From an optimization exercise on the open Yosys and OpenROAD flow, aimed at small area, a short achievable clock period and few clock cycles per item; shortcuts taken in it are not production practice.
RTL that was checked went through simulation tests only; none was proved equivalent to the original.
No functional check of the RTL was part of runs 1, 3 and 4.
Power is estimated from default activity; no workload was simulated.

--- design/flow/config.mk ---
export PLATFORM = sky130hd
export DESIGN_NAME = scmi_mbox_top
export DESIGN_NICKNAME = scmi_mbox_top
export VERILOG_FILES = /design/flow/design.v
export SDC_FILE = /design/flow/constraint.sdc
export NUM_CORES = 4
export LEC_CHECK = 0
export CAP_MARGIN = 20
export CORE_MARGIN = 2
export CORE_UTILIZATION = 40
export SETUP_SLACK_MARGIN = 2.5
export SLEW_MARGIN = 20
export TNS_END_PERCENT = 100
--- design/flow/constraint.sdc ---
create_clock -name core_clock -period 5.0 [get_ports {clk_i}]
set_input_delay 1.0000 -clock core_clock [delete_from_list [all_inputs] [get_ports {clk_i}]]
set_output_delay 1.0000 -clock core_clock [all_outputs]
set_load 0.01 [all_outputs]
--- design/flow/design.v ---
package scmi_mbox_pkg;
  localparam int NUM_CHANNELS = 4;
  localparam int NUM_PORTS = 2;
  localparam int CHAN_W = 2;
  localparam int WORD_W = 3;
  localparam int ADDR_W = CHAN_W + WORD_W;
  localparam int DATA_W = 32;
  typedef logic [ADDR_W-1:0]       addr_t;
  typedef logic [DATA_W-1:0]       data_t;
  typedef logic [CHAN_W-1:0]       chan_t;
  typedef logic [WORD_W-1:0]       word_off_t;
  typedef logic [NUM_CHANNELS-1:0] chan_vec_t;
  localparam word_off_t DOORBELL_OFFSET   = 3'd6;
  localparam word_off_t COMPLETION_OFFSET = 3'd7;
  localparam int NUM_PAYLOAD_WORDS = int'(DOORBELL_OFFSET);
  typedef enum logic [1:0] {
    PORT_IDLE,
    PORT_BUSY,
    PORT_DONE
  } port_state_e;
endpackage
`timescale 1ns/1ns
module scmi_mbox_port (
  input  logic                    clk_i,
  input  logic                    rst_n_i,
  input  logic                    req_i,
  output logic                    pend_o,
  input  logic                    gnt_i,
  input  scmi_mbox_pkg::data_t    bus_rdata_i,
  output logic                    ack_o,
  output scmi_mbox_pkg::data_t    rdata_o
);
  logic                 ack_q;
  scmi_mbox_pkg::data_t rdata_q;
  assign pend_o = req_i && !ack_q;
  always_ff @(posedge clk_i) begin
    if (!rst_n_i) begin
      ack_q <= 1'b0;
    end else if (gnt_i) begin
      ack_q <= 1'b1;
    end else if (!req_i) begin
      ack_q <= 1'b0;
    end
  end
  always_ff @(posedge clk_i) begin
    if (!ack_q) begin
      rdata_q <= bus_rdata_i;
    end
  end
  assign ack_o   = ack_q;
  assign rdata_o = rdata_q;
endmodule
`timescale 1ns/1ns
module scmi_mbox_arbiter (
  input  logic                 p0_pend_i,
  input  logic                 p0_we_i,
  input  scmi_mbox_pkg::addr_t p0_addr_i,
  input  scmi_mbox_pkg::data_t p0_wdata_i,
  output logic                 p0_gnt_o,
  input  logic                 p1_pend_i,
  input  logic                 p1_we_i,
  input  scmi_mbox_pkg::addr_t p1_addr_i,
  input  scmi_mbox_pkg::data_t p1_wdata_i,
  output logic                 p1_gnt_o,
  output logic                 mem_req_o,
  output logic                 mem_we_o,
  output scmi_mbox_pkg::addr_t mem_addr_o,
  output scmi_mbox_pkg::data_t mem_wdata_o
);
  assign p0_gnt_o = p0_pend_i;
  assign p1_gnt_o = p1_pend_i && !p0_pend_i;
  assign mem_req_o   = p0_pend_i || p1_pend_i;
  assign mem_we_o    = p0_pend_i ? p0_we_i    : p1_we_i;
  assign mem_addr_o  = p0_pend_i ? p0_addr_i  : p1_addr_i;
  assign mem_wdata_o = p0_pend_i ? p0_wdata_i : p1_wdata_i;
endmodule
`timescale 1ns/1ns
module scmi_mbox_shared_mem (
  input  logic                      clk_i,
  input  logic                      rst_n_i,
  input  logic                      bus_req_i,
  input  logic                      bus_we_i,
  input  scmi_mbox_pkg::addr_t      bus_addr_i,
  input  scmi_mbox_pkg::data_t      bus_wdata_i,
  output scmi_mbox_pkg::data_t      bus_rdata_o,
  output scmi_mbox_pkg::chan_vec_t  irq_doorbell_o,
  output scmi_mbox_pkg::chan_vec_t  irq_completion_o
);
  localparam int NW = scmi_mbox_pkg::NUM_CHANNELS * scmi_mbox_pkg::NUM_PAYLOAD_WORDS;
  scmi_mbox_pkg::data_t      payload_q [NW];
  scmi_mbox_pkg::chan_vec_t  doorbell_q;
  scmi_mbox_pkg::chan_vec_t  completion_q;
  scmi_mbox_pkg::chan_t      chan;
  scmi_mbox_pkg::word_off_t  off;
  scmi_mbox_pkg::data_t      rd_word;
  logic          write;
  logic [NW-1:0] wsel;
  logic [NW-1:0] rsel;
  assign chan = bus_addr_i[scmi_mbox_pkg::ADDR_W-1:scmi_mbox_pkg::WORD_W];
  assign off  = bus_addr_i[scmi_mbox_pkg::WORD_W-1:0];
  assign write = bus_req_i && bus_we_i;
  always_comb begin
    for (int c = 0; c < scmi_mbox_pkg::NUM_CHANNELS; c++) begin
      for (int w = 0; w < scmi_mbox_pkg::NUM_PAYLOAD_WORDS; w++) begin
        rsel[c * scmi_mbox_pkg::NUM_PAYLOAD_WORDS + w] =
          (chan == scmi_mbox_pkg::chan_t'(c)) && (off == scmi_mbox_pkg::word_off_t'(w));
      end
    end
    wsel = write ? rsel : '0;
  end
  always_comb begin
    rd_word = '0;
    for (int i = 0; i < NW; i++) begin
      rd_word = rd_word | (rsel[i] ? payload_q[i] : '0);
    end
    if (off == scmi_mbox_pkg::DOORBELL_OFFSET) begin
      rd_word[0] = doorbell_q[chan];
    end
    if (off == scmi_mbox_pkg::COMPLETION_OFFSET) begin
      rd_word[0] = completion_q[chan];
    end
  end
  always_ff @(posedge clk_i) begin
    if (!rst_n_i) begin
      doorbell_q   <= '0;
      completion_q <= '0;
    end else if (write) begin
      if (off == scmi_mbox_pkg::DOORBELL_OFFSET) begin
        doorbell_q[chan] <= bus_wdata_i[0];
      end
      if (off == scmi_mbox_pkg::COMPLETION_OFFSET) begin
        completion_q[chan] <= bus_wdata_i[0];
      end
    end
  end
  for (genvar i = 0; i < NW; i++) begin : g_word
    logic load, keep;
    assign load = rst_n_i && wsel[i];
    assign keep = rst_n_i && !wsel[i];
    always_ff @(posedge clk_i) begin
      payload_q[i] <= ({scmi_mbox_pkg::DATA_W{load}} & bus_wdata_i)
                    | ({scmi_mbox_pkg::DATA_W{keep}} & payload_q[i]);
    end
  end
  assign bus_rdata_o = rd_word;
  assign irq_doorbell_o   = doorbell_q;
  assign irq_completion_o = completion_q;
endmodule
`timescale 1ns/1ns
module scmi_mbox_top (
  input  logic                      clk_i,
  input  logic                      rst_n_i,
  input  logic                      agent_req_i,
  input  logic                      agent_we_i,
  input  scmi_mbox_pkg::addr_t      agent_addr_i,
  input  scmi_mbox_pkg::data_t      agent_wdata_i,
  output logic                      agent_ack_o,
  output scmi_mbox_pkg::data_t      agent_rdata_o,
  input  logic                      platform_req_i,
  input  logic                      platform_we_i,
  input  scmi_mbox_pkg::addr_t      platform_addr_i,
  input  scmi_mbox_pkg::data_t      platform_wdata_i,
  output logic                      platform_ack_o,
  output scmi_mbox_pkg::data_t      platform_rdata_o,
  output scmi_mbox_pkg::chan_vec_t  irq_doorbell_o,
  output scmi_mbox_pkg::chan_vec_t  irq_completion_o
);
  logic                 agent_pend,  platform_pend;
  logic                 agent_gnt,   platform_gnt;
  logic                 mem_req;
  logic                 mem_we;
  scmi_mbox_pkg::addr_t mem_addr;
  scmi_mbox_pkg::data_t mem_wdata;
  scmi_mbox_pkg::data_t mem_rdata;
  scmi_mbox_port u_agent_port (
    .clk_i       (clk_i),
    .rst_n_i     (rst_n_i),
    .req_i       (agent_req_i),
    .pend_o      (agent_pend),
    .gnt_i       (agent_gnt),
    .bus_rdata_i (mem_rdata),
    .ack_o       (agent_ack_o),
    .rdata_o     (agent_rdata_o)
  );
  scmi_mbox_port u_platform_port (
    .clk_i       (clk_i),
    .rst_n_i     (rst_n_i),
    .req_i       (platform_req_i),
    .pend_o      (platform_pend),
    .gnt_i       (platform_gnt),
    .bus_rdata_i (mem_rdata),
    .ack_o       (platform_ack_o),
    .rdata_o     (platform_rdata_o)
  );
  scmi_mbox_arbiter u_arbiter (
    .p0_pend_i   (agent_pend),
    .p0_we_i     (agent_we_i),
    .p0_addr_i   (agent_addr_i),
    .p0_wdata_i  (agent_wdata_i),
    .p0_gnt_o    (agent_gnt),
    .p1_pend_i   (platform_pend),
    .p1_we_i     (platform_we_i),
    .p1_addr_i   (platform_addr_i),
    .p1_wdata_i  (platform_wdata_i),
    .p1_gnt_o    (platform_gnt),
    .mem_req_o   (mem_req),
    .mem_we_o    (mem_we),
    .mem_addr_o  (mem_addr),
    .mem_wdata_o (mem_wdata)
  );
  scmi_mbox_shared_mem u_shared_mem (
    .clk_i            (clk_i),
    .rst_n_i          (rst_n_i),
    .bus_req_i        (mem_req),
    .bus_we_i         (mem_we),
    .bus_addr_i       (mem_addr),
    .bus_wdata_i      (mem_wdata),
    .bus_rdata_o      (mem_rdata),
    .irq_doorbell_o   (irq_doorbell_o),
    .irq_completion_o (irq_completion_o)
  );
endmodule
--- design/flow/run.sh ---
#!/bin/bash
# synth_recipe.tcl (not shown) runs the flow's synth.tcl, then flattens the netlist and writes it again
# the make line also repeats each setting of config.mk as NAME=value (left out here)
make -C /OpenROAD-flow-scripts/flow DESIGN_CONFIG=/design/flow/config.mk WORK_HOME=/design/flow/orfs CLKGATE_MAP_FILE= SYNTH_SCRIPT=/design/flow/synth_recipe.tcl finish
==> impl_metrics.py, run 1 <==
metrics = {
    "status": {
        "outcome": "did not finish",
        "haltStage": "5_1_grt",
        "error_line": "[ERROR GRT-0232] Routing congestion too high. Check the congestion heatmap in the GUI.",
    },
    "synthesis": {
        "syn-cell-area_um2": 32000,
        "postSynth.asyncResetShare_pct": 0,
        "synth_edf_count": 64,
        "syn_area_per_cell_um2": 8.92,
        "syn_inst": 3583,
        "synth_ff_type": "dfxtp_1",
        "synth_nets": 3671,
        "synth_area_leaders": "dfxtp_1, o21ai_0, nand2_1, edfxtp_1, a22oi_1",
        "ys_seq_elements": 842,
        "netlist-cell-type-count": 77,
        "synth_seq_area_share_pct": 54.8,
        "synth_top_cell_by_area": "dfxtp_1",
        "synth_top_area_share_pct": 48.7,
        "ys_warn_count": 3,
    },
    "clock_network": {
        "numCtsBuffers": 87,
        "htreeDepth": 3,
        "numClockSinks": 842,
        "ctsLongestPathBuffers": 3,
        "cts_root_buf": "clkbuf_16",
    },
    "floorplan": {
        "die_width_um": 287,
        "die_h_um": 287,
        "core.rowCount": 103,
        "ios": 154,
        "start_util_pct": 40.4,
    },
    "global_route": {
        "track_usage_pct": 74.3,
        "overflow": 6,
        "grt_max_degree": 48,
    },
    "place": {
        "dpl.hpwl_um": 83900,
        "dpl_worst_slack_ns": 0.232,
        "dp_cells": 4637,
        "place_congestion": 0.878,
        "io_buffer_count": 153,
    },
}
## cells in the mapped netlist (all sizes together) (4+ instances only)
cell and count:
a22oi 124, dfxtp 778, inv 10, a211oi 10
a31oi 20, nor4 4, o21ai 792, a21boi 6
o31a 5, or4 12, o21a 16, a32o 10
a21oi 43, ha 8, mux2 26, o221ai 8
a221oi 40, edfxtp 64, buf 106, mux2i 56
and3 7, o211ai 9, nor3 13, nand3 57
a22o 28, nor2b 6, clkbuf 231, nand2 876
o2bb2ai 5, nand4 4, a311oi 4, nor2 39
a222oi 61, a32oi 16, o22ai 22, and2 5
a221o 12, o22a 7
## per-stage QoR
stage,hold slack [ns],cell area [µm²]
global placement,0.425,35500
CTS,0.448,42900
detailed placement,0.438,35600
floorplan,0.416,33000
## power by group through the flow
stage	registers, mW	clock network [mW]	logic [mW]
global placement	7.06	0	1.39
detailed placement	7.06	0	1.40
floorplan	7.07	0	0.666
CTS	6.91	6.63	1.91
## logic make-up after synthesis
logic type	count (synthesis)	synth area share, %
compound gates	1262	24.3
flops	842	54.8
mux	84	2.82
simple gates	1038	13.1
fa+ha+maj	8	0.313
buf+inv	349	4.67
## routing by layer
| metal | GRT overflow | track usage (%) |
|---|---|---|
| met1 | 1 | 73.4 |
| met2 | 3 | 82.4 |
| met3 | 1 | 70.9 |
| met4 | 1 | 68.0 |
| met5 | 0 | 59.1 |
## worst max path at each step
| stage | start | to | slack, ns | depth (start not counted) |
|---|---|---|---|---|
| 4_1_cts | agent_req_i | u_agent_port.rdata_q[6] | 2.07 | 12 |
| 3_5_place_dp | agent_req_i | u_agent_port.rdata_q[13] | 0.23 | 9 |
| 3_3_place_gp | agent_req_i | u_platform_port.rdata_q[13] | 0.22 | 9 |
| 2_1_floorplan | agent_req_i | u_agent_port.rdata_q[21] | 1.38 | 13 |
## what timing repair did
action	4_1_cts
pin swaps	149
hold buffers	0
setup buffers	199
cloned	51
gates resized for setup	538
endpoints found under the setup margin	914
==> run 2, diff against run 1 <==
--- a/design/flow/design.v
+++ b/design/flow/design.v
@@ -43,7 +43,7 @@
     end
   end
   always_ff @(posedge clk_i) begin
-    if (!ack_q) begin
+    if (gnt_i) begin
       rdata_q <= bus_rdata_i;
     end
   end
--- a/design/flow/config.mk
+++ b/design/flow/config.mk
@@ -8,6 +8,4 @@
 export CAP_MARGIN = 20
 export CORE_MARGIN = 2
 export CORE_UTILIZATION = 40
-export SETUP_SLACK_MARGIN = 2.5
 export SLEW_MARGIN = 20
-export TNS_END_PERCENT = 100
==> run 2 against run 1 <==
Compared with the run above: now clean on timing, DRC and antenna; synthesized cell count decreased by 0.67%; synthesized area decreased by 0.22%.
==> impl_metrics.py, run 2 <==
metrics = {
    "route": {
        "avgRoutedWirePerCell_um": 29.4,
        "drtAntennaViolNets": 0,
        "vias": 30200,
        "top_layer_used": "met4",
        "met3_length_um": 16700,
        "drt_iter0_drc": 5055,
        "viasPerCell": 6.27,
        "drc": 0,
        "drtPass1Iterations": 9,
        "drt-met1-wl_um": 55500,
        "wl_um": 141000,
        "met2_wirelength_um": 60800,
    },
    "clock_network": {
        "clock_latency_ns": 0.67,
        "cts_resized": 0,
        "numCtsBuffers": 86,
        "cts_tree": "yes",
        "numClockSinks": 842,
        "cts_root_buf": "clkbuf_16",
        "post_cts_buffers": 0,
        "ctsLongestPathBuffers": 3,
        "cts_hold_buf": 0,
        "htreeDepth": 3,
        "cts.clk_slew.worst_paths_ns": 0.06,
    },
    "sta": {
        "finalCriticalPeriod_ns": 4.33,
        "rsz0062_at_grt": "no",
        "max_slew_margin_pct": 15.4,
        "worst_pin_slew_ns": 1.27,
        "timing.final.max_slew_violations": 0,
        "whs_ns": 0.449,
        "clock_skew_ns": 0.0358,
        "period_share_pct": 86.6,
        "setup-tns-final_ns": 0,
        "fmax_mhz": 231,
        "setup_violations": 0,
        "finalHoldViolCount": 0,
    },
    "power_and_ir_drop": {
        "cellPowerDensity_nw_per_um2": 386,
        "power_frac_seq_pct": 46.2,
        "ir_drop_v": 0.000271,
        "p_int_mw": 11.0,
        "p_comb_share_pct": 9.8,
        "p_clk_share_pct": 43.9,
        "switching_share_pct": 26.2,
        "power_switching_mw": 3.91,
        "leakage_nw": 13.5,
    },
    "global_route": {
        "grt_max_degree": 46,
        "overflow": 0,
        "grt_pass1_vias": 28000,
        "track_usage_pct": 33.8,
        "grt_pass1_wl_um": 202000,
        "antenna_found_initial": 1,
    },
    "synthesis": {
        "syn-cell-area_um2": 31900,
        "syn_inst": 3559,
        "synth_most_common_cell": "nand2_1",
        "synth_nets": 3647,
        "synth_top_area_share_pct": 48.9,
        "syn_area_per_cell_um2": 8.96,
        "postSynth.asyncResetShare_pct": 0,
        "ys_seq_elements": 842,
        "synth_ff_type": "dfxtp_1",
        "synth_area_leaders": "dfxtp_1, o21ai_0, nand2_1, edfxtp_1, a22oi_1",
        "ys_warn_count": 3,
        "netlist-cell-type-count": 76,
        "synth_edf_count": 64,
        "synthTopCellsByCount": "nand2_1, o21ai_0, dfxtp_1",
        "synth_top_cell_by_area": "dfxtp_1",
        "synth_seq_area_share_pct": 54.9,
    },
    "place": {
        "io_buffer_count": 153,
        "place_congestion": 0.907,
        "dpl.hpwl_um": 86600,
        "dp_cells": 4658,
    },
    "final_layout": {
        "regMostFlops": "u_shared_mem.payload_q",
        "largest_register_ffs": 768,
        "area_delta_synth_final_pct": 21.6,
        "stdcell_count": 4817,
        "nets": 3784,
        "drive_gt1_share_pct": 13.1,
        "top_regs": "u_shared_mem.payload_q: 768 flops, u_agent_port.rdata_q: 32 flops, u_platform_port.rdata_q: 32 flops",
        "final_common_cell": "nand2_1",
        "layout_common_cells": "nand2_1, o21ai_0, dfxtp_1, buf_4, clkdlybuf4s50_1",
    },
    "worst_setup_path": {
        "worstSetupStartpointType": "primary input",
        "crit_fanout": 16,
        "required_ns": 5.29,
        "worstSetupPathType": "in -> reg",
        "path_cells": "clkdlybuf4s50_1, nand2b_4, mux2i_1, buf_4, inv_1, ha_2, buf_4, buf_4, nand2_1, buf_4, nor2_1, a2111oi_0, nand3b_1",
        "critical-path-top-cell-by-count": "buf_4",
        "slowest_stage": "a2111oi_0",
        "crit_arrival_ns": 4.62,
        "cp-end-kind": "register",
        "slowest_delay_ns": 0.78,
    },
    "floorplan": {
        "start_util_pct": 40.4,
        "core.rowCount": 103,
        "die_h_um": 286,
        "ios": 154,
        "die_width_um": 286,
        "core-area_um2": 79000,
        "die_area_um2": 82000,
    },
    "status": {
        "outcome": "no timing/DRC/antenna violations",
    },
    "flow_run": {
        "drv_cap": 0,
    },
    "hold_path": {
        "hold_class": "reg -> reg",
    },
}
## run 2: changes by cell type after synthesis, moves of 8 or more
cell | before | now
buf_2 | 79 | 45
clkbuf_1 | 231 | 258
nand3_1 | 57 | 34
a22o_1 | 28 | 47
mux2i_1 | 56 | 68
a21oi_1 | 42 | 31
nand2_1 | 876 | 865
o22ai_1 | 22 | 33
a221oi_1 | 40 | 48
## run 2: logic make-up (layout without fill, tap and decap cells)
group	count (synthesis)	in the layout	synth area share, %
flops	842	842	54.9
other cells	0	1	0
mux	100	100	3.32
simple gates	1000	1000	12.6
buf+inv	342	549	4.39
fa+ha+maj	8	8	0.314
compound gates	1267	1267	24.5
## run 2: power by group through the flow
stage	Combinational [mW]	Sequential (mW)	Clock [mW]
2_1_floorplan	0.560	7.06	0
3_3_place_gp	1.40	7.05	0
3_5_place_dp	1.41	7.05	0
4_1_cts	1.41	6.90	6.59
5_1_grt	1.47	6.91	6.88
6_report	1.47	6.90	6.56
## run 2: through the flow
stage / area [µm²] / power, mW / setup slack (ns) / util, %
after floorplan: 31900 / 7.62 / 0.391 / -
after global placement: 35900 / 8.45 / 0.153 / 45.4
after detailed placement: 35900 / 8.46 / 0.126 / 45.4
after CTS: 38700 / 14.9 / 0.783 / 49.1
after global routing: 38700 / 15.3 / 0.687 / 49.1
final: 38800 / 14.9 / 0.669 / 49.1
## run 2: worst paths after layout
path                                               startpoint                             to  slack [ns]  cells after the start
worst max-delay path                              agent_req_i     u_platform_port.rdata_q[1]        0.67                     13
worst min-delay path            u_shared_mem.payload_q[7][13]  u_shared_mem.payload_q[7][13]        0.45                      2
worst max register to register             u_agent_port.ack_q     u_platform_port.rdata_q[1]        0.92                     12
worst min register to register  u_shared_mem.payload_q[7][13]  u_shared_mem.payload_q[7][13]        0.45                      2
## run 2: area by class of cell
type / instances / area, µm²
Antenna cell: 1 / 2.50
Multi-Input combinational cell: 2375 / 13400
Clock inverter: 33 / 290
Tap cell: 1050 / 1310
Clock buffer: 125 / 2560
Inverter: 10 / 37.5
Sequential cell: 842 / 17500
Timing Repair Buffer: 381 / 3650
Fill cell: 7524 / 40200
## run 2: critical path, delay by kind of cell
family	cells	cell delay [ns]
AOI/OAI and AO/OA	1	0.78
adders and majority gates	1	0.24
muxes	1	0.23
buffers and inverters	6	1.50
and+or+nand+nor	4	0.83
## run 2: metal layers
metal	track usage, %	up-vias
met2	51.0	2084
met1	45.1	14700
li1	-	13000
met3	7.34	512
met5	0	-
met4	18.5	0
Testbench counts of run 2, summed over its fixed seeds: cycles 4,008, items 4,000.
==> run 3, diff against run 2 <==
--- a/design/flow/design.v
+++ b/design/flow/design.v
@@ -43,7 +43,7 @@
     end
   end
   always_ff @(posedge clk_i) begin
-    if (gnt_i) begin
+    if (!ack_q) begin
       rdata_q <= bus_rdata_i;
     end
   end
@@ -52,6 +52,8 @@
 endmodule
 `timescale 1ns/1ns
 module scmi_mbox_arbiter (
+  input  logic                 clk_i,
+  input  logic                 rst_n_i,
   input  logic                 p0_pend_i,
   input  logic                 p0_we_i,
   input  scmi_mbox_pkg::addr_t p0_addr_i,
@@ -62,25 +64,32 @@
   input  scmi_mbox_pkg::addr_t p1_addr_i,
   input  scmi_mbox_pkg::data_t p1_wdata_i,
   output logic                 p1_gnt_o,
-  output logic                 mem_req_o,
+  output logic                 mem_turn_o,
   output logic                 mem_we_o,
-  output scmi_mbox_pkg::addr_t mem_addr_o,
   output scmi_mbox_pkg::data_t mem_wdata_o
 );
-  assign p0_gnt_o = p0_pend_i;
-  assign p1_gnt_o = p1_pend_i && !p0_pend_i;
-  assign mem_req_o   = p0_pend_i || p1_pend_i;
-  assign mem_we_o    = p0_pend_i ? p0_we_i    : p1_we_i;
-  assign mem_addr_o  = p0_pend_i ? p0_addr_i  : p1_addr_i;
-  assign mem_wdata_o = p0_pend_i ? p0_wdata_i : p1_wdata_i;
+  logic turn_q;
+  always_ff @(posedge clk_i) begin
+    if (!rst_n_i) begin
+      turn_q <= 1'b0;
+    end else begin
+      turn_q <= !turn_q;
+    end
+  end
+  assign p0_gnt_o = p0_pend_i && !turn_q;
+  assign p1_gnt_o = p1_pend_i &&  turn_q;
+  assign mem_turn_o  = turn_q;
+  assign mem_we_o    = turn_q ? (p1_pend_i && p1_we_i) : (p0_pend_i && p0_we_i);
+  assign mem_wdata_o = turn_q ? p1_wdata_i : p0_wdata_i;
 endmodule
 `timescale 1ns/1ns
 module scmi_mbox_shared_mem (
   input  logic                      clk_i,
   input  logic                      rst_n_i,
-  input  logic                      bus_req_i,
+  input  logic                      bus_turn_i,
+  input  scmi_mbox_pkg::addr_t      bus_addr0_i,
+  input  scmi_mbox_pkg::addr_t      bus_addr1_i,
   input  logic                      bus_we_i,
-  input  scmi_mbox_pkg::addr_t      bus_addr_i,
   input  scmi_mbox_pkg::data_t      bus_wdata_i,
   output scmi_mbox_pkg::data_t      bus_rdata_o,
   output scmi_mbox_pkg::chan_vec_t  irq_doorbell_o,
@@ -93,20 +102,24 @@
   scmi_mbox_pkg::chan_t      chan;
   scmi_mbox_pkg::word_off_t  off;
   scmi_mbox_pkg::data_t      rd_word;
-  logic          write;
   logic [NW-1:0] wsel;
   logic [NW-1:0] rsel;
-  assign chan = bus_addr_i[scmi_mbox_pkg::ADDR_W-1:scmi_mbox_pkg::WORD_W];
-  assign off  = bus_addr_i[scmi_mbox_pkg::WORD_W-1:0];
-  assign write = bus_req_i && bus_we_i;
+  logic [NW-1:0] dec0, dec1;
+  assign chan = bus_turn_i ? bus_addr1_i[scmi_mbox_pkg::ADDR_W-1:scmi_mbox_pkg::WORD_W]
+                           : bus_addr0_i[scmi_mbox_pkg::ADDR_W-1:scmi_mbox_pkg::WORD_W];
+  assign off  = bus_turn_i ? bus_addr1_i[scmi_mbox_pkg::WORD_W-1:0]
+                           : bus_addr0_i[scmi_mbox_pkg::WORD_W-1:0];
   always_comb begin
     for (int c = 0; c < scmi_mbox_pkg::NUM_CHANNELS; c++) begin
       for (int w = 0; w < scmi_mbox_pkg::NUM_PAYLOAD_WORDS; w++) begin
-        rsel[c * scmi_mbox_pkg::NUM_PAYLOAD_WORDS + w] =
-          (chan == scmi_mbox_pkg::chan_t'(c)) && (off == scmi_mbox_pkg::word_off_t'(w));
+        dec0[c * scmi_mbox_pkg::NUM_PAYLOAD_WORDS + w] =
+          bus_addr0_i == scmi_mbox_pkg::addr_t'(c * 8 + w);
+        dec1[c * scmi_mbox_pkg::NUM_PAYLOAD_WORDS + w] =
+          bus_addr1_i == scmi_mbox_pkg::addr_t'(c * 8 + w);
       end
     end
-    wsel = write ? rsel : '0;
+    rsel = bus_turn_i ? dec1 : dec0;
+    wsel = bus_we_i ? rsel : '0;
   end
   always_comb begin
     rd_word = '0;
@@ -124,7 +137,7 @@
     if (!rst_n_i) begin
       doorbell_q   <= '0;
       completion_q <= '0;
-    end else if (write) begin
+    end else if (bus_we_i) begin
       if (off == scmi_mbox_pkg::DOORBELL_OFFSET) begin
         doorbell_q[chan] <= bus_wdata_i[0];
       end
@@ -167,9 +180,8 @@
 );
   logic                 agent_pend,  platform_pend;
   logic                 agent_gnt,   platform_gnt;
-  logic                 mem_req;
+  logic                 mem_turn;
   logic                 mem_we;
-  scmi_mbox_pkg::addr_t mem_addr;
   scmi_mbox_pkg::data_t mem_wdata;
   scmi_mbox_pkg::data_t mem_rdata;
   scmi_mbox_port u_agent_port (
@@ -193,6 +205,8 @@
     .rdata_o     (platform_rdata_o)
   );
   scmi_mbox_arbiter u_arbiter (
+    .clk_i       (clk_i),
+    .rst_n_i     (rst_n_i),
     .p0_pend_i   (agent_pend),
     .p0_we_i     (agent_we_i),
     .p0_addr_i   (agent_addr_i),
@@ -203,17 +217,17 @@
     .p1_addr_i   (platform_addr_i),
     .p1_wdata_i  (platform_wdata_i),
     .p1_gnt_o    (platform_gnt),
-    .mem_req_o   (mem_req),
+    .mem_turn_o  (mem_turn),
     .mem_we_o    (mem_we),
-    .mem_addr_o  (mem_addr),
     .mem_wdata_o (mem_wdata)
   );
   scmi_mbox_shared_mem u_shared_mem (
     .clk_i            (clk_i),
     .rst_n_i          (rst_n_i),
-    .bus_req_i        (mem_req),
+    .bus_turn_i       (mem_turn),
+    .bus_addr0_i      (agent_addr_i),
+    .bus_addr1_i      (platform_addr_i),
     .bus_we_i         (mem_we),
-    .bus_addr_i       (mem_addr),
     .bus_wdata_i      (mem_wdata),
     .bus_rdata_o      (mem_rdata),
     .irq_doorbell_o   (irq_doorbell_o),
--- a/design/flow/config.mk
+++ b/design/flow/config.mk
@@ -8,4 +8,6 @@
 export CAP_MARGIN = 20
 export CORE_MARGIN = 2
 export CORE_UTILIZATION = 40
+export SETUP_SLACK_MARGIN = 2.5
 export SLEW_MARGIN = 20
+export TNS_END_PERCENT = 100
==> run 3 against run 2 <==
Compared with the run above: still clean; sequential power is essentially flat; flip-flop and latch count rose by 1; routed wire length grew 27%; design area rose by 15%; worst setup slack improved by 1.3 ns; synthesized cell count up 1.7%; first-iteration DRC count rose by 41%; total power up 4.1%; maximum frequency increased by 41%; clock-buffer cell count shrank 4; global-route usage up 6.3 points; critical path type is now reg -> reg.
==> impl_metrics.py, run 3 <==
metrics = {
    "clock_network": {
        "numCtsBuffers": 87,
        "ctsLongestPathBuffers": 3,
        "numClockSinks": 843,
        "clock_latency_ns": 0.67,
        "cts.clk_slew.worst_paths_ns": 0.07,
        "cts_tree": "yes",
        "cts_root_buf": "clkbuf_16",
        "htreeDepth": 3,
    },
    "worst_setup_path": {
        "crit_fanout": 10,
        "path_cells": "buf_4, buf_12, nand3b_1, buf_4, nand2_4, buf_4, buf_6, a22o_1, a222oi_1, and4_1, nand4_1",
        "reg2regPathDepth": 11,
        "r2r_start": "u_arbiter.turn_q",
        "crit_arrival_ns": 3.43,
        "crit_buf_inv": 5,
        "cp-end-kind": "register",
        "critical-path-top-cell-by-count": "buf_4",
        "critPathTopFamily": "buffers and inverters",
        "slowest_delay_ns": 0.46,
        "r2r_slack_ns": 1.93,
        "required_ns": 5.36,
        "r2r_end": "u_platform_port.rdata_q[18]",
        "worstSetupPathType": "reg -> reg",
        "worstSetupStartpointType": "register",
        "slowest_stage": "dfxtp_4",
    },
    "sta": {
        "finalCriticalPeriod_ns": 3.07,
        "rsz0062_at_grt": "yes",
        "clock_skew_ns": 0.0316,
        "finalHoldViolCount": 0,
        "timing.final.max_slew_violations": 0,
        "fmax_mhz": 326,
        "worst_pin_slew_ns": 1.12,
        "max_slew_margin_pct": 23.5,
        "whs_ns": 0.451,
        "setup_violations": 0,
        "setup-tns-final_ns": 0,
        "period_share_pct": 61.4,
    },
    "synthesis": {
        "postSynth.asyncResetShare_pct": 0,
        "synth_nets": 3703,
        "synth_area_leaders": "dfxtp_1, o21ai_0, nand2_1, edfxtp_1, a22oi_1",
        "syn-cell-area_um2": 31800,
        "ys_warn_count": 4,
        "synth_edf_count": 64,
        "syn_inst": 3619,
        "synth_ff_type": "dfxtp_1",
        "netlist-cell-type-count": 75,
        "synth_seq_area_share_pct": 55.1,
        "synth_top_area_share_pct": 49.0,
        "ys_seq_elements": 843,
        "syn_area_per_cell_um2": 8.79,
        "synthTopCellsByCount": "nand2_1, o21ai_0, dfxtp_1",
        "synth_most_common_cell": "nand2_1",
        "synth_top_cell_by_area": "dfxtp_1",
    },
    "floorplan": {
        "start_util_pct": 40.3,
        "die_h_um": 286,
        "ios": 154,
        "core-area_um2": 78900,
        "die_width_um": 286,
        "die_area_um2": 81800,
        "core.rowCount": 103,
    },
    "final_layout": {
        "fin_area_um2": 44700,
        "layout_common_cells": "nand2_1, dfxtp_1, o21ai_0, buf_4, clkbuf_16",
        "nets": 4169,
        "area_delta_synth_final_pct": 40.7,
        "largest_register_ffs": 768,
        "fin_util_pct": 56.7,
        "drive_gt1_share_pct": 25.2,
        "regMostFlops": "u_shared_mem.payload_q",
        "final_common_cell": "nand2_1",
        "stdcell_count": 5217,
        "top_regs": "u_shared_mem.payload_q: 768 flops, u_agent_port.rdata_q: 32 flops, u_platform_port.rdata_q: 32 flops",
    },
    "place": {
        "dp_cells": 4698,
        "io_buffer_count": 153,
        "dpl-instance-area_um2": 35700,
        "dpl.hpwl_um": 94500,
        "place_congestion": 0.948,
    },
    "power_and_ir_drop": {
        "leakage_nw": 16.7,
        "cellPowerDensity_nw_per_um2": 348,
        "ir_drop_v": 0.000254,
    },
    "global_route": {
        "grt_pass1_wl_um": 233000,
        "overflow": 0,
        "grt_pass1_vias": 30600,
        "grt_max_degree": 34,
        "antenna_found_initial": 18,
        "track_usage_pct": 40.1,
    },
    "hold_path": {
        "hold_class": "reg -> reg",
        "worstHoldPathCells": 2,
        "hp-start": "u_shared_mem.payload_q[16][22]",
        "hold_end": "u_shared_mem.payload_q[16][22]",
    },
    "route": {
        "viasPerCell": 6.69,
        "avgRoutedWirePerCell_um": 34.6,
        "drtAntennaViolNets": 0,
        "drtPass1Iterations": 14,
        "drt_iter0_drc": 7141,
        "wl_um": 180000,
        "vias": 34900,
        "drc": 0,
    },
    "status": {
        "outcome": "no timing/DRC/antenna violations",
    },
    "flow_run": {
        "drv_cap": 0,
    },
}
-- run 3: changes by cell type after synthesis, sizes merged, moves of 11 or more --
cell	change
nor2	+39
a21oi	+38
mux2	-28
nand3	+25
mux2i	-22
a32oi	+16
a221oi	-11
o31a	-11
-- run 3: stage by stage --
| step | total power, mW | setup WS, ns |
|---|---|---|
| finish | 15.5 | 1.93 |
| floorplan | 7.54 | 2.02 |
| global placement | 8.27 | 0.548 |
| global route | 15.7 | 1.85 |
| CTS | 15.1 | 2.20 |
| detailed placement | 8.28 | 0.498 |
-- run 3: layout make-up --
class,instances,area (µm²)
diodes,16,40.0
multi-input cells,2441,15100
inverters,9,41.3
flip-flops and latches,843,17500
well taps,1050,1310
clock buffers,121,2460
clock inverters,34,413
fillers,6702,34100
repair buffers,703,7880
-- run 3: worst max-delay path by stage --
stage,startpoint,end,cells after the start
2_1_floorplan,platform_addr_i[1],u_agent_port.rdata_q[17],10
3_3_place_gp,agent_addr_i[0],u_agent_port.rdata_q[0],9
3_5_place_dp,agent_addr_i[0],u_platform_port.rdata_q[0],9
4_1_cts,u_arbiter.turn_q,u_agent_port.rdata_q[2],8
5_1_grt,u_arbiter.turn_q,u_agent_port.rdata_q[5],10
6_report,u_arbiter.turn_q,u_platform_port.rdata_q[18],11
-- run 3: repair_timing --
item                                    CTS  global route
hold buffers                              0             0
endpoints found under the setup margin  914           637
pin swaps                               130           129
cloned                                   29            24
resized for setup                       465           369
buffers inserted                        202            93
-- run 3: routing by layer --
metal / track usage, % / wire length, µm / vias to the layer above
met5: 0.291 / 179 / -
met4: 30.1 / 18600 / 16
met3: 15.9 / 30500 / 1174
met2: 56.1 / 69600 / 3386
met1: 49.3 / 61400 / 16400
li1: - / - / 13900
-- run 3: worst min-delay path, cell delays in order, from the launching register on --
cell and delay (ns):
dfxtp_1 0.31, nand2_1 0.05, o21ai_1 0.05
-- run 3: cell families after synthesis --
logic type | Yosys count | synth area share (%)
adder cells (fa/ha/maj) | 4 | 0.157
AO/OA/AOI/OAI | 1276 | 24.4
multiplexers | 49 | 1.60
buffers and inverters | 351 | 4.49
flip-flops | 843 | 55.1
AND/OR/NAND/NOR | 1096 | 14.2
-- run 3: power by group --
part           total (mW)  switching, mW  internal [mW]
clock network        6.70           2.89           3.81
registers            6.89         0.0345           6.85
logic                1.95           1.30          0.654
total                15.5           4.22           11.3
==> run 4, diff against run 3 <==
==> design/flow/flow/run.sh (new file) <==
#!/bin/bash
# Standard layout, with plain buffers on the ports instead of the delay
# buffers buffer_ports picks by default.
set -o pipefail
cp standard.sh standard.sh.log 2>/dev/null
export BUFFER_PORTS_ARGS="-buffer_cell sky130_fd_sc_hd__buf_2"
bash standard.sh > standard_run.log 2>&1
==> design/flow/standard.sh (new file) <==
#!/bin/bash
# synth_recipe.tcl (not shown) runs the flow's synth.tcl, then flattens the netlist and writes it again
# the make line also repeats each setting of config.mk as NAME=value (left out here)
make -C /OpenROAD-flow-scripts/flow DESIGN_CONFIG=/design/flow/config.mk WORK_HOME=/design/flow/orfs CLKGATE_MAP_FILE= SYNTH_SCRIPT=/design/flow/synth_recipe.tcl "${@:-finish}"
removed: design/flow/run.sh
==> run 4 against run 3 <==
Compared with the run above: flip-flop and latch count is the same; synthesized area is the same; largest cell class unchanged; critical path type is now in -> reg; clock power shrank 3.3%; non-clock buffer count shrank 42; register-to-register slack gained 0.03 ns; via count shrank 0.26%; clock-buffer cell count shrank 2; combinational power is essentially flat; die area is the same.
==> impl_metrics.py, run 4 <==
metrics = {
    "final_layout": {
        "regArea_um2": 17500,
        "fin_util_pct": 55.9,
        "layout_common_cells": "dfxtp_1, nand2_1, o21ai_0, buf_4, buf_2",
        "multi_input_area_um2": 15700,
        "fillers": 6779,
        "largest_register_ffs": 768,
        "area_delta_synth_final_pct": 38.6,
        "stdcell_count": 5168,
        "drive_gt1_share_pct": 30.1,
        "regMostFlops": "u_shared_mem.payload_q",
        "top_regs": "u_shared_mem.payload_q: 768 flops, u_agent_port.rdata_q: 32 flops, u_platform_port.rdata_q: 32 flops",
        "final_common_cell": "dfxtp_1",
        "fin_area_um2": 44100,
        "nets": 4123,
    },
    "route": {
        "drtPass1Iterations": 12,
        "top_layer_used": "met5",
        "avgRoutedWirePerCell_um": 34.8,
        "wl_um": 180000,
        "met2_wirelength_um": 70100,
        "drt-met1-wl_um": 60300,
        "drc": 0,
        "drtAntennaViolNets": 0,
        "vias": 34800,
        "viasPerCell": 6.74,
        "drt_iter0_drc": 7437,
        "met3_length_um": 30700,
    },
    "synthesis": {
        "ys_seq_elements": 843,
        "synth_area_leaders": "dfxtp_1, o21ai_0, nand2_1, edfxtp_1, a22oi_1",
        "synth_nets": 3703,
        "synth_seq_area_share_pct": 55.1,
        "ys_warn_count": 4,
        "syn_inst": 3619,
        "synth_most_common_cell": "nand2_1",
        "syn-cell-area_um2": 31800,
        "synthTopCellsByCount": "nand2_1, o21ai_0, dfxtp_1",
        "postSynth.asyncResetShare_pct": 0,
        "netlist-cell-type-count": 75,
        "synth_ff_type": "dfxtp_1",
        "syn_area_per_cell_um2": 8.79,
        "synth_edf_count": 64,
        "synth_top_area_share_pct": 49.0,
        "synth_top_cell_by_area": "dfxtp_1",
    },
    "floorplan": {
        "core-area_um2": 78900,
        "die_width_um": 286,
        "ios": 154,
        "core.rowCount": 103,
        "die_area_um2": 81800,
        "die_h_um": 286,
        "start_util_pct": 40.3,
    },
    "sta": {
        "timing.final.max_slew_violations": 0,
        "finalHoldViolCount": 0,
        "setup_violations": 0,
        "max_slew_margin_pct": 21.1,
        "worst_pin_slew_ns": 1.16,
        "finalCriticalPeriod_ns": 3.05,
        "clock_skew_ns": 0.0371,
        "whs_ns": 0.454,
        "period_share_pct": 61.0,
        "setup-tns-final_ns": 0,
        "fmax_mhz": 328,
        "final.setup.worst_slack_ns": 1.95,
        "rsz0062_at_grt": "yes",
    },
    "clock_network": {
        "numClockSinks": 843,
        "numCtsBuffers": 86,
        "clock_latency_ns": 0.68,
        "htreeDepth": 3,
        "ctsLongestPathBuffers": 3,
        "cts_tree": "yes",
        "cts.clk_slew.worst_paths_ns": 0.06,
        "cts_root_buf": "clkbuf_16",
    },
    "power_and_ir_drop": {
        "leakage_nw": 16.5,
        "ir_drop_v": 0.000300,
        "cellPowerDensity_nw_per_um2": 347,
        "total_power_mw": 15.3,
    },
    "global_route": {
        "track_usage_pct": 40.3,
        "grt_pass1_vias": 30800,
        "grt_max_degree": 34,
        "antenna_found_initial": 11,
        "grt_pass1_wl_um": 234000,
        "overflow": 0,
    },
    "worst_setup_path": {
        "worstSetupStartpointType": "primary input",
        "crit_arrival_ns": 3.46,
        "cp-end-kind": "register",
        "required_ns": 5.41,
        "crit_fanout": 12,
        "worstSetupPathType": "in -> reg",
    },
    "place": {
        "io_buffer_count": 153,
        "dpl.hpwl_um": 91100,
        "dpl-instance-area_um2": 34500,
        "dpl_worst_slack_ns": 0.796,
        "dp_cells": 4654,
        "place_congestion": 0.941,
    },
    "status": {
        "outcome": "no timing/DRC/antenna violations",
    },
    "flow_run": {
        "drv_cap": 0,
    },
    "hold_path": {
        "hold_class": "reg -> reg",
    },
}
## run 4: cell counts after synthesis
No cell type changed its count.
## run 4: path summary, 6_finish.rpt
| path | depth (start not counted) | end | slack (ns) | start |
|---|---|---|---|---|
| hold / removal | 2 | u_shared_mem.payload_q[10][18] | 0.45 | u_shared_mem.payload_q[10][18] |
| setup / recovery | 7 | u_agent_port.rdata_q[10] | 1.95 | agent_addr_i[2] |
| hold reg to reg | 2 | u_shared_mem.payload_q[10][18] | 0.45 | u_shared_mem.payload_q[10][18] |
| setup reg to reg | 11 | u_agent_port.rdata_q[10] | 1.96 | u_arbiter.turn_q |
## run 4: area by class of cell
type / count / share of cell area [%]
sequential: 843 / 39.7
multi-input combinational: 2438 / 35.5
timing repair buffer: 661 / 15.4
clock buffer: 119 / 5.39
tap: 1050 / 2.98
clock inverter: 39 / 0.783
inverter: 9 / 0.0993
antenna: 9 / 0.0511
## run 4: power breakdown
group,internal [mW],switching [mW]
sequential,6.85,0.0354
clock,3.60,2.88
combinational,0.620,1.33
total,11.1,4.24
## run 4: cell families (layout without fill, tap and decap cells)
kind of cell    count (synthesis)  in the layout  synth area share [%]
buf+inv                       351            828                  4.49
fa+ha+maj                       4              4                 0.157
flops                         843            843                  55.1
simple gates                 1096           1105                  14.2
compound gates               1276           1279                  24.4
other cells                     0              9                     0
mux                            49             50                  1.60
## run 4: worst max-delay path, cell delays in order
cell and delay (ns):
buf_2 0.30, nor3_2 0.21, a22o_4 0.37, buf_6 0.22, a222oi_1 0.40, o221ai_4 0.31
or4_4 0.62
## run 4: timing repair
action | 4_1_cts | 5_1_grt
buffers inserted | 215 | 90
pin swaps | 130 | 191
gates cloned | 24 | 18
resized for setup | 355 | 512
hold endpoints to repair | 0 | 0
endpoints found under the setup margin | 840 | 673
hold buffers | 0 | 0
## run 4: metal layers
layer | GRT usage (%) | vias up
li1 | - | 13800
met2 | 55.4 | 3435
met3 | 16.8 | 1142
met1 | 49.0 | 16400
met4 | 32.7 | 14
met5 | 0 | -
==> run 5, diff against run 4 <==
--- a/design/flow/design.v
+++ b/design/flow/design.v
@@ -64,29 +64,32 @@
   input  scmi_mbox_pkg::addr_t p1_addr_i,
   input  scmi_mbox_pkg::data_t p1_wdata_i,
   output logic                 p1_gnt_o,
-  output logic                 mem_turn_o,
+  output logic [scmi_mbox_pkg::NUM_CHANNELS-1:0] mem_turn_o,
   output logic                 mem_we_o,
   output scmi_mbox_pkg::data_t mem_wdata_o
 );
-  logic turn_q;
+  localparam int NT = 8;
+  logic [NT-1:0] turn_q;
   always_ff @(posedge clk_i) begin
     if (!rst_n_i) begin
-      turn_q <= 1'b0;
+      turn_q <= '0;
     end else begin
-      turn_q <= !turn_q;
-    end
-  end
-  assign p0_gnt_o = p0_pend_i && !turn_q;
-  assign p1_gnt_o = p1_pend_i &&  turn_q;
-  assign mem_turn_o  = turn_q;
-  assign mem_we_o    = turn_q ? (p1_pend_i && p1_we_i) : (p0_pend_i && p0_we_i);
-  assign mem_wdata_o = turn_q ? p1_wdata_i : p0_wdata_i;
+      turn_q <= ~turn_q;
+    end
+  end
+  assign p0_gnt_o = p0_pend_i && !turn_q[0];
+  assign p1_gnt_o = p1_pend_i &&  turn_q[0];
+  assign mem_turn_o = turn_q[scmi_mbox_pkg::NUM_CHANNELS-1:0];
+  assign mem_we_o   = turn_q[0] ? (p1_pend_i && p1_we_i) : (p0_pend_i && p0_we_i);
+  for (genvar b = 0; b < 4; b++) begin : g_wbyte
+    assign mem_wdata_o[b*8 +: 8] = turn_q[4 + b] ? p1_wdata_i[b*8 +: 8] : p0_wdata_i[b*8 +: 8];
+  end
 endmodule
 `timescale 1ns/1ns
 module scmi_mbox_shared_mem (
   input  logic                      clk_i,
   input  logic                      rst_n_i,
-  input  logic                      bus_turn_i,
+  input  scmi_mbox_pkg::chan_vec_t  bus_turn_i,
   input  scmi_mbox_pkg::addr_t      bus_addr0_i,
   input  scmi_mbox_pkg::addr_t      bus_addr1_i,
   input  logic                      bus_we_i,
@@ -105,9 +108,9 @@
   logic [NW-1:0] wsel;
   logic [NW-1:0] rsel;
   logic [NW-1:0] dec0, dec1;
-  assign chan = bus_turn_i ? bus_addr1_i[scmi_mbox_pkg::ADDR_W-1:scmi_mbox_pkg::WORD_W]
+  assign chan = bus_turn_i[0] ? bus_addr1_i[scmi_mbox_pkg::ADDR_W-1:scmi_mbox_pkg::WORD_W]
                            : bus_addr0_i[scmi_mbox_pkg::ADDR_W-1:scmi_mbox_pkg::WORD_W];
-  assign off  = bus_turn_i ? bus_addr1_i[scmi_mbox_pkg::WORD_W-1:0]
+  assign off  = bus_turn_i[0] ? bus_addr1_i[scmi_mbox_pkg::WORD_W-1:0]
                            : bus_addr0_i[scmi_mbox_pkg::WORD_W-1:0];
   always_comb begin
     for (int c = 0; c < scmi_mbox_pkg::NUM_CHANNELS; c++) begin
@@ -118,7 +121,9 @@
           bus_addr1_i == scmi_mbox_pkg::addr_t'(c * 8 + w);
       end
     end
-    rsel = bus_turn_i ? dec1 : dec0;
+    for (int i = 0; i < NW; i++) begin
+      rsel[i] = bus_turn_i[i / scmi_mbox_pkg::NUM_PAYLOAD_WORDS] ? dec1[i] : dec0[i];
+    end
     wsel = bus_we_i ? rsel : '0;
   end
   always_comb begin
@@ -180,7 +185,7 @@
 );
   logic                 agent_pend,  platform_pend;
   logic                 agent_gnt,   platform_gnt;
-  logic                 mem_turn;
+  scmi_mbox_pkg::chan_vec_t mem_turn;
   logic                 mem_we;
   scmi_mbox_pkg::data_t mem_wdata;
   scmi_mbox_pkg::data_t mem_rdata;
==> design/flow/run.sh (new file) <==
#!/bin/bash
# synth_recipe.tcl (not shown) runs the flow's synth.tcl, then flattens the netlist and writes it again
# the make line also repeats each setting of config.mk as NAME=value (left out here)
make -C /OpenROAD-flow-scripts/flow DESIGN_CONFIG=/design/flow/config.mk WORK_HOME=/design/flow/orfs CLKGATE_MAP_FILE= SYNTH_SCRIPT=/design/flow/synth_recipe.tcl finish
--- a/design/flow/config.mk
+++ b/design/flow/config.mk
@@ -8,6 +8,8 @@
 export CAP_MARGIN = 20
 export CORE_MARGIN = 2
 export CORE_UTILIZATION = 40
+export CTS_BUF_LIST = sky130_fd_sc_hd__clkbuf_8
+export CTS_CLUSTER_SIZE = 20
 export SETUP_SLACK_MARGIN = 2.5
 export SLEW_MARGIN = 20
 export TNS_END_PERCENT = 100
removed: design/flow/flow/run.sh
removed: design/flow/standard.sh
==> run 5 against run 4 <==
Compared with the run above: still clean; non-clock buffer count fell by 240; flip-flop and latch count grew 7; worst setup slack improved by 0.39 ns; clock skew shrank 0.0090 ns; largest cell class unchanged.
==> impl_metrics.py, run 5 <==
metrics = {
    "synthesis": {
        "syn_inst": 3595,
        "syn-cell-area_um2": 31700,
        "synth_seq_area_share_pct": 55.7,
        "syn_area_per_cell_um2": 8.82,
        "synth_top_cell_by_area": "dfxtp_1",
        "synth_ff_type": "dfxtp_1",
        "synthTopCellsByCount": "nand2_1, dfxtp_1, o21ai_0",
        "netlist-cell-type-count": 69,
        "synth_most_common_cell": "nand2_1",
        "synth_top_area_share_pct": 49.6,
        "ys_warn_count": 4,
        "synth_edf_count": 64,
        "synth_nets": 3679,
        "postSynth.asyncResetShare_pct": 0,
        "synth_area_leaders": "dfxtp_1, nand2_1, o21ai_0, edfxtp_1, a22oi_1",
        "ys_seq_elements": 850,
    },
    "clock_network": {
        "numCtsBuffers": 142,
        "cts.clk_slew.worst_paths_ns": 0.06,
        "cts_tree": "yes",
        "cts_root_buf": "clkbuf_8",
        "numClockSinks": 850,
        "clock_latency_ns": 0.81,
        "htreeDepth": 4,
        "ctsLongestPathBuffers": 3,
    },
    "sta": {
        "max_slew_margin_pct": 20.6,
        "final.setup.worst_slack_ns": 2.34,
        "timing.final.max_slew_violations": 0,
        "period_share_pct": 53.1,
        "clock_skew_ns": 0.0281,
        "worst_pin_slew_ns": 1.19,
        "fmax_mhz": 376,
        "setup-tns-final_ns": 0,
        "finalCriticalPeriod_ns": 2.66,
        "rsz0062_at_grt": "yes",
        "whs_ns": 0.447,
        "setup_violations": 0,
        "finalHoldViolCount": 0,
    },
    "power_and_ir_drop": {
        "p_clk_share_pct": 42.5,
        "cellPowerDensity_nw_per_um2": 353,
        "power_frac_seq_pct": 48.4,
        "switching_share_pct": 26.7,
        "ir_drop_v": 0.000197,
        "p_int_mw": 10.6,
        "power_switching_mw": 3.84,
        "leakage_nw": 14.5,
        "p_comb_share_pct": 9.1,
    },
    "floorplan": {
        "die_width_um": 286,
        "ios": 154,
        "die_h_um": 286,
        "core-area_um2": 78700,
        "core.rowCount": 103,
        "die_area_um2": 81600,
        "start_util_pct": 40.3,
    },
    "final_layout": {
        "fin_util_pct": 51.8,
        "top_regs": "u_shared_mem.payload_q: 768 flops, u_agent_port.rdata_q: 32 flops, u_platform_port.rdata_q: 32 flops",
        "regMostFlops": "u_shared_mem.payload_q",
        "final_common_cell": "nand2_1",
        "largest_register_ffs": 768,
        "regArea_um2": 17700,
        "nets": 3931,
        "fillers": 7364,
        "area_delta_synth_final_pct": 28.5,
        "drive_gt1_share_pct": 20.5,
        "layout_common_cells": "nand2_1, dfxtp_1, o21ai_0, o21ai_1, buf_4",
        "multi_input_area_um2": 14900,
    },
    "route": {
        "drtAntennaViolNets": 0,
        "viasPerCell": 5.93,
        "drt_iter0_drc": 3627,
        "wl_um": 131000,
        "drc": 0,
        "avgRoutedWirePerCell_um": 26.2,
        "vias": 29700,
        "drtPass1Iterations": 8,
    },
    "hold_path": {
        "hold_class": "reg -> reg",
        "worstHoldPathCells": 2,
    },
    "worst_setup_path": {
        "reg2regPathDepth": 7,
        "cp-end-kind": "register",
        "worstSetupPathType": "reg -> reg",
        "crit_arrival_ns": 3.21,
        "crit_fanout": 10,
        "worstSetupStartpointType": "register",
        "required_ns": 5.56,
    },
    "global_route": {
        "track_usage_pct": 31.0,
        "antenna_found_initial": 3,
        "overflow": 0,
        "grt_pass1_wl_um": 188000,
        "grt_pass1_vias": 27600,
        "grt_max_degree": 33,
    },
    "place": {
        "place_congestion": 0.907,
        "io_buffer_count": 153,
        "dpl_worst_slack_ns": 0.388,
        "dpl.hpwl_um": 80900,
    },
    "flow_run": {
        "drv_cap": 0,
    },
    "status": {
        "outcome": "no timing/DRC/antenna violations",
    },
}
[run 5: cell count changes after synthesis, moves of 30 or more]
cell	previous run	this run
a22oi_1	140	181
buf_2	61	26
o21ai_0	786	549
nand3_1	59	19
o21ai_1	0	246
a32oi_1	33	3
[run 5: worst paths after layout]
check | startpoint | end | slack (ns)
max | u_arbiter.turn_q[3] | u_platform_port.rdata_q[2] | 2.34
min | u_shared_mem.payload_q[9][1] | u_shared_mem.payload_q[9][1] | 0.45
max reg2reg | u_arbiter.turn_q[3] | u_platform_port.rdata_q[2] | 2.34
min reg2reg | u_shared_mem.payload_q[9][1] | u_shared_mem.payload_q[9][1] | 0.45
[run 5: final cells by class]
| class | instances | area share [%] |
|---|---|---|
| clock buffers | 170 | 5.74 |
| repair buffers | 421 | 10.0 |
| inverters | 6 | 0.0645 |
| flip-flops and latches | 850 | 43.4 |
| clock inverters | 81 | 1.12 |
| multi-input cells | 2426 | 36.5 |
| diodes | 1 | 0.00614 |
| well taps | 1050 | 3.22 |
[run 5: cell families (layout without fill, tap and decap cells)]
| family | count (synthesis) | count (layout) | share of synthesized area [%] |
|---|---|---|---|
| mux | 74 | 77 | 2.43 |
| flops | 850 | 850 | 55.7 |
| simple gates | 1054 | 1056 | 13.7 |
| other cells | 0 | 1 | 0 |
| compound gates | 1283 | 1289 | 24.1 |
| buf+inv | 330 | 678 | 4.03 |
| fa+ha+maj | 4 | 4 | 0.158 |
[run 5: metal layers]
layer | share of wire [%] | wire [µm] | up-vias | track usage, %
li1 | - | - | 13300 | -
met1 | 40 | 52800 | 14400 | 40.6
met2 | 44 | 57300 | 1712 | 47.4
met3 | 10 | 13200 | 331 | 6.55
met4 | 5.9 | 7690 | 2 | 18.1
met5 | 0.0099 | 13 | - | 0
[run 5: metrics by stage]
stage	cells	power, mW	instance area (µm²)
after floorplan	3595	7.61	32500
after global placement	4613	8.16	35300
after detailed placement	4615	8.17	35400
after CTS	4966	14.3	39700
after global routing	5005	14.8	40800
final	5005	14.4	40800
[run 5: repair_timing]
action,CTS,global route
resized for setup,393,143
endpoints found under the setup margin,914,437
setup buffers,90,29
pin swaps,56,64
hold buffers,0,0
gates cloned,10,6
[run 5: worst max-delay path: stages, from the launching register on]
cell and delay, ns:
dfxtp_4 0.36, buf_6 0.13, and3b_2 0.23, or2_4 0.31, nor2b_4 0.21, a221o_1 0.36, a221o_1 0.27, or4_4 0.51
[run 5: power by group through the flow]
stage / Sequential, mW / Clock [mW] / Combinational [mW]
4_1_cts: 6.97 / 6.18 / 1.19
3_5_place_dp: 7.12 / 0 / 1.05
6_report: 6.97 / 6.13 / 1.31
3_3_place_gp: 7.12 / 0 / 1.04
2_1_floorplan: 7.09 / 0 / 0.515
5_1_grt: 6.97 / 6.47 / 1.33
Testbench counts of run 5, summed over its fixed seeds: cycles 4,008, items 4,000.
==> run 6, diff against run 5 <==
==> design/flow/flow/run.sh (new file) <==
#!/bin/bash
# Standard layout, with plain buffers on the ports instead of the delay
# buffers buffer_ports picks by default.
set -o pipefail
cp standard.sh standard.sh.log 2>/dev/null
export BUFFER_PORTS_ARGS="-buffer_cell sky130_fd_sc_hd__buf_2"
bash standard.sh > standard_run.log 2>&1
==> design/flow/standard.sh (new file) <==
#!/bin/bash
# synth_recipe.tcl (not shown) runs the flow's synth.tcl, then flattens the netlist and writes it again
# the make line also repeats each setting of config.mk as NAME=value (left out here)
make -C /OpenROAD-flow-scripts/flow DESIGN_CONFIG=/design/flow/config.mk WORK_HOME=/design/flow/orfs CLKGATE_MAP_FILE= SYNTH_SCRIPT=/design/flow/synth_recipe.tcl "${@:-finish}"
--- a/design/flow/config.mk
+++ b/design/flow/config.mk
@@ -8,8 +8,9 @@
 export CAP_MARGIN = 20
 export CORE_MARGIN = 2
 export CORE_UTILIZATION = 40
-export CTS_BUF_LIST = sky130_fd_sc_hd__clkbuf_8
-export CTS_CLUSTER_SIZE = 20
+export CTS_BUF_LIST = sky130_fd_sc_hd__clkbuf_16
+export CTS_CLUSTER_DIAMETER = 80
+export CTS_CLUSTER_SIZE = 30
 export SETUP_SLACK_MARGIN = 2.5
 export SLEW_MARGIN = 20
 export TNS_END_PERCENT = 100
removed: design/flow/run.sh
==> run 6 against run 5 <==
Compared with the run above: still clean; hold slack better by 0.0065 ns; non-clock buffer count is 41 higher; synthesized area stayed put; routed wire length is 2.7% higher; total power is 14% lower; clock-buffer cell count is 128 lower.
==> impl_metrics.py, run 6 <==
metrics = {
    "place": {
        "dpl.hpwl_um": 81900,
        "io_buffer_count": 153,
        "dpl-instance-area_um2": 34600,
        "dp_cells": 4616,
        "place_congestion": 0.923,
    },
    "hold_path": {
        "worstHoldPathCells": 2,
        "hold_class": "reg -> reg",
        "hold_end": "u_shared_mem.payload_q[13][5]",
        "hp-start": "u_shared_mem.payload_q[13][5]",
    },
    "floorplan": {
        "start_util_pct": 40.3,
        "ios": 154,
        "core-area_um2": 78700,
        "core.rowCount": 103,
        "die_h_um": 286,
        "die_area_um2": 81600,
        "die_width_um": 286,
    },
    "route": {
        "viasPerCell": 6.12,
        "drt-met1-wl_um": 53900,
        "met2_wirelength_um": 56700,
        "drtAntennaViolNets": 0,
        "avgRoutedWirePerCell_um": 27.6,
        "drtPass1Iterations": 8,
        "drc": 0,
        "wl_um": 134000,
        "vias": 29800,
        "top_layer_used": "met5",
        "met3_length_um": 15400,
        "drt_iter0_drc": 4468,
    },
    "worst_setup_path": {
        "cp-end-kind": "register",
        "crit_arrival_ns": 3.05,
        "crit_fanout": 10,
        "required_ns": 5.36,
        "r2r_slack_ns": 2.33,
        "worstSetupPathType": "in -> reg",
        "r2r_end": "u_agent_port.rdata_q[26]",
        "reg2regPathDepth": 8,
        "worstSetupStartpointType": "primary input",
        "r2r_start": "u_arbiter.turn_q[3]",
    },
    "sta": {
        "timing.final.max_slew_violations": 0,
        "setup_violations": 0,
        "clock_skew_ns": 0.0432,
        "fmax_mhz": 372,
        "max_slew_margin_pct": 22.7,
        "setup-tns-final_ns": 0,
        "period_share_pct": 53.7,
        "whs_ns": 0.453,
        "worst_pin_slew_ns": 1.16,
        "finalCriticalPeriod_ns": 2.68,
        "rsz0062_at_grt": "yes",
        "finalHoldViolCount": 0,
    },
    "final_layout": {
        "fin_util_pct": 49.8,
        "regMostFlops": "u_shared_mem.payload_q",
        "stdcell_count": 4868,
        "antennaDiodeCount": 0,
        "fin_area_um2": 39200,
        "final_common_cell": "nand2_1",
        "largest_register_ffs": 768,
        "area_delta_synth_final_pct": 23.5,
        "top_regs": "u_shared_mem.payload_q: 768 flops, u_agent_port.rdata_q: 32 flops, u_platform_port.rdata_q: 32 flops",
        "layout_common_cells": "nand2_1, dfxtp_1, o21ai_0, o21ai_1, buf_4",
        "nets": 3875,
        "drive_gt1_share_pct": 21.2,
    },
    "global_route": {
        "overflow": 0,
        "grt_pass1_vias": 26900,
        "track_usage_pct": 31.5,
        "grt_pass1_wl_um": 191000,
        "antenna_found_initial": 4,
        "grt_max_degree": 33,
    },
    "synthesis": {
        "synth_most_common_cell": "nand2_1",
        "postSynth.asyncResetShare_pct": 0,
        "synthTopCellsByCount": "nand2_1, dfxtp_1, o21ai_0",
        "synth_ff_type": "dfxtp_1",
        "synth_seq_area_share_pct": 55.7,
        "syn_inst": 3595,
        "synth_top_cell_by_area": "dfxtp_1",
        "synth_nets": 3679,
        "synth_top_area_share_pct": 49.6,
        "ys_seq_elements": 850,
        "synth_edf_count": 64,
        "netlist-cell-type-count": 69,
        "syn-cell-area_um2": 31700,
        "synth_area_leaders": "dfxtp_1, nand2_1, o21ai_0, edfxtp_1, a22oi_1",
        "ys_warn_count": 4,
        "syn_area_per_cell_um2": 8.82,
    },
    "clock_network": {
        "ctsLongestPathBuffers": 3,
        "cts.clk_slew.worst_paths_ns": 0.11,
        "cts_tree": "yes",
        "numClockSinks": 850,
        "cts_root_buf": "clkbuf_16",
        "cts_hold_buf": 0,
        "clock_latency_ns": 0.64,
        "numCtsBuffers": 40,
        "htreeDepth": 2,
    },
    "power_and_ir_drop": {
        "ir_drop_v": 0.000223,
        "cellPowerDensity_nw_per_um2": 318,
        "leakage_nw": 13.8,
    },
    "status": {
        "outcome": "no timing/DRC/antenna violations",
    },
    "flow_run": {
        "drv_cap": 0,
    },
}
[run 6: cell count changes in the layout (fill, tap and decap cells not counted), sizes merged, moves of 2 or more]
cell           delta
buf             +165
clkbuf          -131
clkdlybuf4s50    -69
inv              -45
clkdlybuf4s15    -37
dlygate4sd2      -16
clkinvlp          -5
a21oi             +2
and2              +2
bufinv            -2
clkinv            -2
mux2              +2
[run 6: worst max-delay path, cell delays in order]
cell	delay, ns
buf_6	0.14
nand4b_1	0.21
buf_4	0.17
a2bb2oi_2	0.07
buf_12	0.15
buf_12	0.13
a222oi_1	0.34
o211ai_1	0.31
or4_4	0.53
[run 6: metal layers]
metal	vias up	GRT usage, %
li1	13100	-
met1	14400	43.4
met2	1911	45.8
met3	385	6.04
met4	6	18.7
met5	-	0
[run 6: repair_timing]
| item | 4_1_cts | 5_1_grt |
|---|---|---|
| gates resized for setup | 197 | 114 |
| buffers inserted | 105 | 48 |
| pin swaps | 61 | 75 |
| cloned | 18 | 8 |
| setup endpoints to repair | 741 | 425 |
[run 6: worst max path at each step]
stage | start | endpoint | slack, ns | cells after the start
3_5_place_dp | platform_addr_i[1] | u_agent_port.rdata_q[12] | 0.87 | 8
5_1_grt | platform_addr_i[0] | u_platform_port.rdata_q[23] | 2.30 | 8
4_1_cts | platform_addr_i[0] | u_agent_port.rdata_q[2] | 2.40 | 7
6_report | agent_addr_i[4] | u_agent_port.rdata_q[26] | 2.32 | 9
3_3_place_gp | platform_addr_i[1] | u_agent_port.rdata_q[12] | 0.91 | 8
2_1_floorplan | platform_addr_i[0] | u_agent_port.rdata_q[2] | 1.98 | 8
[run 6: final cells by class]
type	count	area [µm²]
fill	7393	39500
clock buffer	42	1050
timing repair buffer	462	4100
multi-input combinational	2431	14700
sequential	850	17700
tap	1050	1310
inverter	6	25.0
clock inverter	27	289
[run 6: kinds of logic (layout without fill, tap and decap cells)]
group,after synthesis,after routing,synth area share (%)
AOI/OAI and AO/OA,1283,1290,24.1
adders and majority gates,4,4,0.158
buffers and inverters,330,537,4.03
DFF,850,850,55.7
muxes,74,78,2.43
and+or+nand+nor,1054,1059,13.7
[run 6: power by group]
group	switching, mW	internal (mW)	total, mW
registers	0.0588	6.90	6.96
clock network	2.46	1.68	4.15
logic	0.931	0.410	1.34
total	3.45	9.00	12.5
[run 6: stage by stage]
step / worst slack (ns) / power, mW
global placement: 0.912 / 8.11
CTS: 2.40 / 12.3
detailed placement: 0.865 / 8.12
floorplan: 1.98 / 7.61
global route: 2.30 / 12.7
finish: 2.32 / 12.5

==> re-timing with driven ports <==
Ports are ideal in the flow. The routed layouts listed here were re-timed in OpenROAD.
Step 1: set_driving_cell puts a clkbuf_16 on clk_i and a buf_2 on each other input, an assumption about the parent block.
Step 2 adds t to the input delays and takes it off the output delays; t is the mean of the earliest and latest rising clock arrival at the registers after step 1. Input paths then give back, and output paths get back, about the clock's delay inside the block.
Three values: no drivers, after step 1, after step 2; two values: the first two.
run | t (ns) | slack for setup (ns) | hold slack, ns | worst setup path after step 2 | worst data-port slew with drivers (ns)
run 2 | 0.717 | 0.669 / 0.716 / -0.001 | 0.449 / 0.449 / 0.449 | input to register | 0.06
run 3 | 0.725 | 1.931 / 1.931 / 1.335 | 0.451 / 0.451 / 0.451 | input to register | 0.10
run 4 | 0.731 | 1.950 / 1.877 / 1.146 | 0.454 / 0.454 / 0.454 | input to register | 0.13
run 5 | 0.869 | 2.343 / 2.343 / 1.522 | 0.447 / 0.447 / 0.447 | input to register | 0.05
run 6 | 0.685 | 2.315 / 2.258 / 1.573 | 0.453 / 0.453 / 0.453 | input to register | 0.21
Met with ideal ports but missed after step 2: setup timing in run 2. The setup slack of run 5, which loses most, moves by 0.000 ns with the drivers and by -0.821 ns with both steps.
